What follows belongs to an exercise in optimizing a design on an open flow for small area, a short achievable clock period and few clock cycles per item; a production flow would make more cautious choices.
Only simulation tests tie the RTL to the original design; equivalence was not proved.
No activity file was given, so power comes from the tool's default toggle rates.

--- config.mk ---
export PLATFORM = sky130hd
export DESIGN_NAME = lifo_list_with_search_remove
export DESIGN_NICKNAME = lifo_list_with_search_remove
export VERILOG_FILES = /design/flow/design.v
export SDC_FILE = /design/flow/constraint.sdc
export NUM_CORES = 4
export LEC_CHECK = 0
export CAP_MARGIN = 20
export CORE_MARGIN = 2
export CORE_UTILIZATION = 40
export SLEW_MARGIN = 20
--- constraint.sdc ---
create_clock -name core_clock -period 6.0 [get_ports {clock}]
set_input_delay 1.2000 -clock core_clock [delete_from_list [all_inputs] [get_ports {clock}]]
set_output_delay 1.2000 -clock core_clock [all_outputs]
set_load 0.01 [all_outputs]
--- design.v ---
`default_nettype none
package lsr_pkg;
   localparam int CMD_W    = 3;
   localparam int VALUE_W  = 32;
   localparam int STATUS_W = 2;
   localparam int COUNT_W  = 7;
   localparam logic [CMD_W-1:0] CMD_PUSH   = 3'd0;
   localparam logic [CMD_W-1:0] CMD_POP    = 3'd1;
   localparam logic [CMD_W-1:0] CMD_REMOVE = 3'd2;
   localparam logic [CMD_W-1:0] CMD_CLEAR  = 3'd3;
   localparam logic [CMD_W-1:0] CMD_FIND   = 3'd4;
   localparam logic [CMD_W-1:0] CMD_FRONT  = 3'd5;
   localparam logic [STATUS_W-1:0] STATUS_OK    = 2'd0;
   localparam logic [STATUS_W-1:0] STATUS_EMPTY = 2'd1;
   localparam logic [STATUS_W-1:0] STATUS_FULL  = 2'd2;
   localparam logic [1:0] MODE_HOLD = 2'd0;
   localparam logic [1:0] MODE_DOWN = 2'd1;
   localparam logic [1:0] MODE_UP   = 2'd2;
   typedef struct packed {
      logic [1:0] mode;
      logic       wr_en;
   } lsr_ctl_type;
endpackage
`default_nettype wire
`default_nettype none
module lsr_cell (
   input  wire logic                      clock,
   input  wire lsr_pkg::lsr_ctl_type               ctl,
   input  wire logic                      wr_sel,
   input  wire logic signed [lsr_pkg::VALUE_W-1:0] down_in,
   input  wire logic signed [lsr_pkg::VALUE_W-1:0] up_in,
   input  wire logic signed [lsr_pkg::VALUE_W-1:0] tail_in,
   output      logic signed [lsr_pkg::VALUE_W-1:0] value
);
   logic signed [lsr_pkg::VALUE_W-1:0] value_ff;
   logic signed [lsr_pkg::VALUE_W-1:0] value_in;
   always_comb begin
      unique case (ctl.mode)
         lsr_pkg::MODE_HOLD: value_in = value_ff;
         lsr_pkg::MODE_DOWN: value_in = down_in;
         lsr_pkg::MODE_UP:   value_in = wr_sel ? tail_in : up_in;
         default:   value_in = value_ff;
      endcase
   end
   always_ff @(posedge clock) begin
      value_ff <= value_in;
   end
   assign value = value_ff;
endmodule
`default_nettype wire
`default_nettype none
module lsr_chain #(
   parameter int DEPTH = 64
) (
   input  wire logic                       clock,
   input  wire lsr_pkg::lsr_ctl_type                ctl,
   input  wire logic [$clog2(DEPTH)-1:0]   wr_idx,
   input  wire logic signed [lsr_pkg::VALUE_W-1:0]  push_data,
   output      logic signed [lsr_pkg::VALUE_W-1:0]  head_value
);
   localparam int IW = $clog2(DEPTH);
   logic signed [lsr_pkg::VALUE_W-1:0] vals [DEPTH];
   for (genvar i = 0; i < DEPTH; i++) begin : g_cell
      logic signed [lsr_pkg::VALUE_W-1:0] down_w;
      logic signed [lsr_pkg::VALUE_W-1:0] up_w;
      logic                      sel_w;
      if (i == 0) begin : g_first
         assign down_w = push_data;
      end else begin : g_mid
         assign down_w = vals[i-1];
      end
      if (i == DEPTH - 1) begin : g_last
         assign up_w = '0;
      end else begin : g_inner
         assign up_w = vals[i+1];
      end
      assign sel_w = ctl.wr_en && (wr_idx == IW'(i));
      lsr_cell u_cell (
         .clock   (clock),
         .ctl     (ctl),
         .wr_sel  (sel_w),
         .down_in (down_w),
         .up_in   (up_w),
         .tail_in (vals[0]),
         .value   (vals[i])
      );
   end
   assign head_value = vals[0];
endmodule
`default_nettype wire
`default_nettype none
module lifo_list_with_search_remove #(
   parameter int DEPTH = 64
) (
   input  wire logic                       clock,
   input  wire logic                       reset,
   input  wire logic                       req_valid,
   output      logic                       req_ready,
   input  wire logic [lsr_pkg::CMD_W-1:0]           req_cmd,
   input  wire logic signed [lsr_pkg::VALUE_W-1:0]  req_operand_value,
   output      logic                       rsp_valid,
   input  wire logic                       rsp_ready,
   output      logic [lsr_pkg::STATUS_W-1:0]        rsp_status,
   output      logic                       rsp_found,
   output      logic signed [lsr_pkg::VALUE_W-1:0]  rsp_front_value,
   output      logic [lsr_pkg::COUNT_W-1:0]         rsp_count
);
   localparam int CW = $clog2(DEPTH + 1);
   localparam int IW = $clog2(DEPTH);
   localparam logic [CW-1:0] DEPTH_C = CW'(DEPTH);
   localparam logic [CW-1:0] ONE_C   = CW'(1);
   localparam logic S_IDLE = 1'b0;
   localparam logic S_RUN  = 1'b1;
   logic                      state_ff, state_in;
   logic [lsr_pkg::CMD_W-1:0]          cmd_ff, cmd_in;
   logic signed [lsr_pkg::VALUE_W-1:0] opnd_ff, opnd_in;
   logic [CW-1:0]             cnt_ff, cnt_in;
   logic [CW-1:0]             r_ff, r_in;
   logic [CW-1:0]             k_ff, k_in;
   logic                      found_ff, found_in;
   logic                      rsp_valid_ff, rsp_valid_in;
   logic [lsr_pkg::STATUS_W-1:0]       rsp_status_ff, rsp_status_in;
   logic                      rsp_found_ff, rsp_found_in;
   logic signed [lsr_pkg::VALUE_W-1:0] rsp_front_ff, rsp_front_in;
   logic [lsr_pkg::COUNT_W-1:0]        rsp_count_ff, rsp_count_in;
   logic                      accept;
   logic                      rsp_load;
   logic                      keep;
   logic                      head_match;
   logic [CW-1:0]             tail_pos;
   logic [CW+lsr_pkg::COUNT_W-1:0]     cnt_ext;
   logic signed [lsr_pkg::VALUE_W-1:0] head_value;
   lsr_pkg::lsr_ctl_type               ctl;
   assign req_ready = (state_ff == S_IDLE) && (!rsp_valid_ff || rsp_ready);
   assign accept         = req_valid && req_ready;
   assign head_match = (head_value == opnd_ff);
   assign keep       = (cmd_ff == lsr_pkg::CMD_FIND) || !head_match;
   assign tail_pos   = r_ff + k_ff - ONE_C;
   always_comb begin
      state_in      = state_ff;
      cmd_in        = cmd_ff;
      opnd_in       = opnd_ff;
      cnt_in        = cnt_ff;
      r_in          = r_ff;
      k_in          = k_ff;
      found_in      = found_ff;
      rsp_load      = 1'b0;
      rsp_status_in = lsr_pkg::STATUS_OK;
      rsp_found_in  = 1'b0;
      rsp_front_in  = '0;
      ctl.mode      = lsr_pkg::MODE_HOLD;
      ctl.wr_en     = 1'b0;
      if (state_ff == S_RUN) begin
         ctl.mode  = lsr_pkg::MODE_UP;
         ctl.wr_en = keep;
         r_in      = r_ff - ONE_C;
         k_in      = k_ff + CW'(keep);
         found_in  = found_ff | head_match;
         if (r_ff == ONE_C) begin
            state_in = S_IDLE;
            rsp_load = 1'b1;
            if (cmd_ff == lsr_pkg::CMD_FIND) begin
               rsp_found_in = found_ff | head_match;
            end else begin
               cnt_in = k_ff + CW'(keep);
            end
         end
      end else if (accept) begin
         rsp_load = 1'b1;
         unique case (req_cmd)
            lsr_pkg::CMD_PUSH: begin
               if (cnt_ff == DEPTH_C) begin
                  rsp_status_in = lsr_pkg::STATUS_FULL;
               end else begin
                  ctl.mode = lsr_pkg::MODE_DOWN;
                  cnt_in   = cnt_ff + ONE_C;
               end
            end
            lsr_pkg::CMD_POP: begin
               if (cnt_ff == '0) begin
                  rsp_status_in = lsr_pkg::STATUS_EMPTY;
               end else begin
                  ctl.mode = lsr_pkg::MODE_UP;
                  cnt_in   = cnt_ff - ONE_C;
               end
            end
            lsr_pkg::CMD_CLEAR: begin
               cnt_in = '0;
            end
            lsr_pkg::CMD_FRONT: begin
               if (cnt_ff == '0) begin
                  rsp_status_in = lsr_pkg::STATUS_EMPTY;
               end else begin
                  rsp_front_in = head_value;
               end
            end
            lsr_pkg::CMD_REMOVE, lsr_pkg::CMD_FIND: begin
               if (cnt_ff != '0) begin
                  rsp_load = 1'b0;
                  state_in = S_RUN;
                  cmd_in   = req_cmd;
                  opnd_in  = req_operand_value;
                  r_in     = cnt_ff;
                  k_in     = '0;
                  found_in = 1'b0;
               end
            end
            default: begin
            end
         endcase
      end
   end
   assign cnt_ext      = {{lsr_pkg::COUNT_W{1'b0}}, cnt_in};
   assign rsp_count_in = cnt_ext[lsr_pkg::COUNT_W-1:0];
   always_comb begin
      rsp_valid_in = rsp_valid_ff && !rsp_ready;
      if (rsp_load) begin
         rsp_valid_in = 1'b1;
      end
   end
   always_ff @(posedge clock) begin
      if (reset) begin
         state_ff     <= S_IDLE;
         cnt_ff       <= '0;
         r_ff         <= '0;
         k_ff         <= '0;
         found_ff     <= 1'b0;
         rsp_valid_ff <= 1'b0;
      end else begin
         state_ff     <= state_in;
         cnt_ff       <= cnt_in;
         r_ff         <= r_in;
         k_ff         <= k_in;
         found_ff     <= found_in;
         rsp_valid_ff <= rsp_valid_in;
      end
   end
   always_ff @(posedge clock) begin
      cmd_ff  <= cmd_in;
      opnd_ff <= opnd_in;
      if (rsp_load) begin
         rsp_status_ff <= rsp_status_in;
         rsp_found_ff  <= rsp_found_in;
         rsp_front_ff  <= rsp_front_in;
         rsp_count_ff  <= rsp_count_in;
      end
   end
   lsr_chain #(
      .DEPTH (DEPTH)
   ) u_chain (
      .clock      (clock),
      .ctl        (ctl),
      .wr_idx     (tail_pos[IW-1:0]),
      .push_data  (req_operand_value),
      .head_value (head_value)
   );
   assign rsp_valid       = rsp_valid_ff;
   assign rsp_status      = rsp_status_ff;
   assign rsp_found       = rsp_found_ff;
   assign rsp_front_value = rsp_front_ff;
   assign rsp_count       = rsp_count_ff;
endmodule
`default_nettype wire
--- run.sh ---
#!/bin/bash
# synth_recipe.tcl (not shown) runs the flow's synth.tcl, then flattens the netlist and writes it again
# the make line also repeats each setting of config.mk as NAME=value (left out here)
make -C /OpenROAD-flow-scripts/flow DESIGN_CONFIG=/design/flow/config.mk WORK_HOME=/design/flow/orfs CLKGATE_MAP_FILE= SYNTH_SCRIPT=/design/flow/synth_recipe.tcl finish
==> notes.md <==
-- placed cells by master (no fill, tap or decap), types with 11 or more instances in the layout --
cell type / n
sky130_fd_sc_hd__nand2_1: 39
sky130_fd_sc_hd__mux2_1: 13
sky130_fd_sc_hd__a31oi_1: 1960
sky130_fd_sc_hd__xor2_1: 38
sky130_fd_sc_hd__mux2_4: 17
sky130_fd_sc_hd__clkbuf_16: 236
sky130_fd_sc_hd__nand4_1: 33
sky130_fd_sc_hd__nor2_1: 1988
sky130_fd_sc_hd__edfxtp_1: 2125
sky130_fd_sc_hd__buf_4: 182
sky130_fd_sc_hd__dfxtp_1: 24
sky130_fd_sc_hd__nand3_1: 1971
sky130_fd_sc_hd__o21ai_1: 122
sky130_fd_sc_hd__buf_12: 130
sky130_fd_sc_hd__a21oi_1: 18
sky130_fd_sc_hd__mux2_2: 36
sky130_fd_sc_hd__nor3_1: 14
sky130_fd_sc_hd__clkbuf_1: 47
sky130_fd_sc_hd__nor2_4: 12
sky130_fd_sc_hd__inv_1: 56
sky130_fd_sc_hd__o21ai_0: 1870
sky130_fd_sc_hd__ha_1: 16
sky130_fd_sc_hd__clkinv_2: 54
sky130_fd_sc_hd__and2_1: 34
sky130_fd_sc_hd__clkinv_1: 57
sky130_fd_sc_hd__nand2_4: 11
sky130_fd_sc_hd__clkdlybuf4s50_1: 82
sky130_fd_sc_hd__bufinv_16: 14
-- registers in the layout (all words and copies together), names as in the netlist --
| name | flops |
|---|---|
| rsp_found_ff | 1 |
| r_ff | 7 |
| cnt_ff | 7 |
| rsp_status_ff | 2 |
| u_chain.g_cell.u_cell.value_ff | 2048 |
| state_ff | 1 |
| rsp_valid_ff | 1 |
| opnd_ff | 32 |
| rsp_count_ff | 7 |
| found_ff | 1 |
| cmd_ff | 3 |
| rsp_front_ff | 32 |
| k_ff | 7 |
-- metal layers --
layer,up-vias,routed length (um),global-route usage
li1,43400,-,-
met1,49700,155000,0.352
met4,0,14500,0.0913
met2,6384,175000,0.406
met3,957,40400,0.0386
met5,-,0,0
-- worst max-delay path by stage --
stage,end,startpoint,slack (ns)
CTS,u_chain.g_cell[2].u_cell.value_ff[30],u_chain.g_cell[0].u_cell.value_ff[6],1.31
floorplan,u_chain.g_cell[10].u_cell.value_ff[0],req_cmd[0],-27.02
global placement,u_chain.g_cell[44].u_cell.value_ff[27],req_cmd[0],1.14
finish,u_chain.g_cell[42].u_cell.value_ff[25],r_ff[1],1.34
detailed placement,u_chain.g_cell[43].u_cell.value_ff[27],req_cmd[0],1.05
global route,u_chain.g_cell[2].u_cell.value_ff[30],k_ff[1],1.16
-- final cells by class --
| type | instances | area share |
|---|---|---|
| antenna | 2 | 0.0000403 |
| clock buffer | 287 | 0.0494 |
| clock inverter | 137 | 0.00834 |
| inverter | 59 | 0.00181 |
| multi-input combinational | 8291 | 0.346 |
| sequential | 2149 | 0.518 |
| tap | 3743 | 0.0377 |
| timing repair buffer | 398 | 0.0393 |
-- power by group through the flow --
stage / Combinational [mW] / Clock [mW] / Sequential (mW)
final: 8.70 / 14.1 / 18.9
after global routing: 9.38 / 14.8 / 19.0
after CTS: 8.50 / 14.3 / 18.9
after detailed placement: 8.49 / 0 / 19.2
after global placement: 8.26 / 0 / 19.1
after floorplan: 5.97 / 0 / 20.7
-- worst max-delay path, stage by stage (launching register included) --
cell and delay (ns):
sky130_fd_sc_hd__dfxtp_1 0.36, sky130_fd_sc_hd__inv_1 0.10, sky130_fd_sc_hd__ha_1 0.29, sky130_fd_sc_hd__inv_1 0.04, sky130_fd_sc_hd__ha_1 0.21, sky130_fd_sc_hd__fa_1 0.57
sky130_fd_sc_hd__nand2b_1 0.19, sky130_fd_sc_hd__nor2_1 0.63, sky130_fd_sc_hd__nand3_4 0.67, sky130_fd_sc_hd__buf_12 0.45, sky130_fd_sc_hd__buf_4 0.34, sky130_fd_sc_hd__o21ai_0 0.21
sky130_fd_sc_hd__a31oi_1 0.12
-- through the flow --
step / instances / util
final: 15100 / 0.440
after global placement: 14600 / 0.415
after global routing: 15100 / 0.440
after floorplan: 12100 / -
after CTS: 15100 / 0.440
after detailed placement: 14600 / 0.415
-- kinds of logic after synthesis --
group	share of synthesized area
AND/OR/NAND/NOR	0.162
adder cells (fa/ha/maj)	0.00205
multiplexers	0.00738
AO/OA/AOI/OAI	0.200
flip-flops	0.567
buffers and inverters	0.0572
XOR/XNOR	0.00377
==> notes.md <==
Before antenna repair, the detailed router went through 6 iterations. The total internal power is 28.1 mW. The number of standard cells after synthesis came out at 12100.

The reg-to-reg endpoint is u_chain.g_cell[42].u_cell.value_ff[25]. The share of total power dissipated in the clock network is 0.338. The via-per-instance ratio is approximately 6.7. The setup slack after layout is 1.34 ns.

The number of remaining DRC errors came out at 0. The worst hold slack across all endpoints came out at just under 0.5 ns. Summed over all layers, the global routing overflow is 0.

The layout net count is 11200. The share of cells above drive strength 1 came out at 0.0663. sky130_fd_sc_hd__edfxtp_1 takes more of the synthesized area than any other cell. The maximum fanout count along the critical path is 61. The count of cell types in the netlist is 61. After clock tree synthesis, the clock-pin slew on the worst setup and hold paths is 0.06 ns. The via count of the first global-routing pass is between 90000 and 100k. The count of final hold-check violations is 0.

The filler cell count came out at around 27000. The switching power as a share of total power is 0.326. In this run the cell area of the synthesized design comes to 113000 um^2. The first-pass GRT wire length is 581000 um. The combined global-route utilization of all metal layers is 0.255.

The floorplan die width came out at 536 um. The number of routed nets with antenna violations is 0. The count of cells resized by post-cts repair came out at 0.

In the synthesized netlist, the cells that appear most often are sky130_fd_sc_hd__edfxtp_1 (2125), sky130_fd_sc_hd__nor2_1 (2000), sky130_fd_sc_hd__nand3_1 (1975), sky130_fd_sc_hd__a31oi_1 (1961), sky130_fd_sc_hd__o21ai_0 (1870). The number of DRC markers in iteration 0 came out at about 16000. By instance count, the leading cell after synthesis is sky130_fd_sc_hd__edfxtp_1. The required time at the endpoint of the critical path came out at 6.60 ns.

The number of nets produced by synthesis is 12100. The share of flip-flops with an asynchronous set or reset is 0. The number of buffer cells added on primary ports is 82. By area the synthesized netlist is led by sky130_fd_sc_hd__edfxtp_1 (56%), sky130_fd_sc_hd__a31oi_1 (11%), sky130_fd_sc_hd__nand3_1 (8.7%). The core region is 282000 um^2. The number of clock sinks came out at 2149. The endpoint of the worst hold path is found_ff. The worst setup path is captured at a register. The minimum clock period came out at 4.66 ns. For the worst flop-to-flop path, the logic depth is 12.

The y dimension of the die came out at 536 um. The sequential cell area fraction in the yosys report came out at 0.567. The startpoint of the most critical register-to-register path is r_ff[1]. The count of state elements after synthesis came out at 2149. In this run the worst hold path is classified as register to register. Of the available clock period, the critical path in the final layout requires 0.776. The worst setup path is launched from a register. The number of cells on the worst hold path came out at 2. Summed over all nets, the switching power comes to 13.6 mW. For this run, the leading register cell type out of synthesis is sky130_fd_sc_hd__edfxtp_1.

The routability congestion estimate from global placement is 0.838. The max-slew headroom at the worst pin is 0.0790. Setup repair after global routing left no endpoint under its margin. The area share of the leading cell type in the synthesized netlist came out at 0.563. The combinational share of power is 0.209. Once placement finished, the instance area stood at 117000 um^2. The initialized floorplan defines 195 standard-cell rows. The initial antenna violation count came out at 11. The clock latency on the worst-skew pair is approximately 0.93 ns. The maximum buffer depth of the clock tree came out at 4. The final cell area excluding filler cells came out at ~120000 um^2. The number of warnings reported in the yosys synthesis log came out at 4.

The setup TNS after final layout came out at 0 ns. The total setup violations reported at the end of the flow is 0. The worst setup slack before clock tree synthesis is 1.05 ns. The sequential cell area came out at 64300 um^2.

The number of setup buffers added after CTS is 0. The multi-input gate area in the final layout is 43000 um^2. The floorplan step defined a die boundary enclosing 288000 um^2. The post-detailed-placement half-perimeter wirelength is 188000 um.

The area overhead of the layout relative to synthesis came out at 9.58%. The cell chosen for the clock root is sky130_fd_sc_hd__clkbuf_16. The worst-margin pin slew came out at 1.38 ns. In this run, synthesis inferred 2125 flip-flops with an integrated enable. The total leakage power is between 30 and 40 nW. The wire length per cell after detailed routing is 25.6 um. The count of pins on the block boundary is 83. The run finished with no timing, DRC or antenna violations. The total detailed-routing wirelength came out at 385000 um. The start point of the worst min-delay path is found_ff. The final count of pins violating max slew came out at 0. The number of levels in the clock H-tree came out at 4. Based on the critical path, the design can be clocked at up to approximately 210 MHz. The TritonCTS clock tree is yes. The category of the most critical setup path is register to register. Power comes to roughly 42 mW.

The effective utilization at floorplan came out at 0.402. The power density over cell area came out at 336 nW/um^2. The largest net degree at the start of global routing is 278. The number of buffers inserted for hold repair after clock tree synthesis came out at 0.

The number of buffers added by the clock tree synthesis step is around 240. The share of total power dissipated in sequential elements is 0.453. The per-instance average area after synthesis is 9.40 um^2. The critical path arrival came out at 5.25 ns.

The setup clock skew after layout is 0.0479 ns. For flop-to-flop paths, the worst setup slack is 1.34 ns. The peak supply drop is 467 uV. The detailed-route via count is 100000.

The max-cap violation count is 0.
Testbench counts, summed over its fixed seeds: cycles 119,257, commands 16,000.

## what the ideal ports hide
The flow's constraints put no driver on any port. The routed layout listed below was extracted and timed again, unchanged, in two steps. Step 1, drivers: a clkbuf_16 drives clock and a buf_2 each remaining input, both assumed. Step 2, shift: input delay + t, output delay - t, t = (earliest + latest rising clock arrival at the registers) / 2. This alone moves slack from input paths to output paths. Slacks: ideal ports / drivers / drivers and shift; pairs: ideal ports / drivers.
shift t [ns]: 0.997
slack for setup (ns): 1.342 / 1.342 / 0.958
worst setup path after step 2: input to register
worst register clock-pin slew, ns: 0.07 / 0.07
After both steps this run still meets setup and hold. For this run, drivers alone change the setup slack by 0.000 ns; drivers and shift together by -0.384 ns.
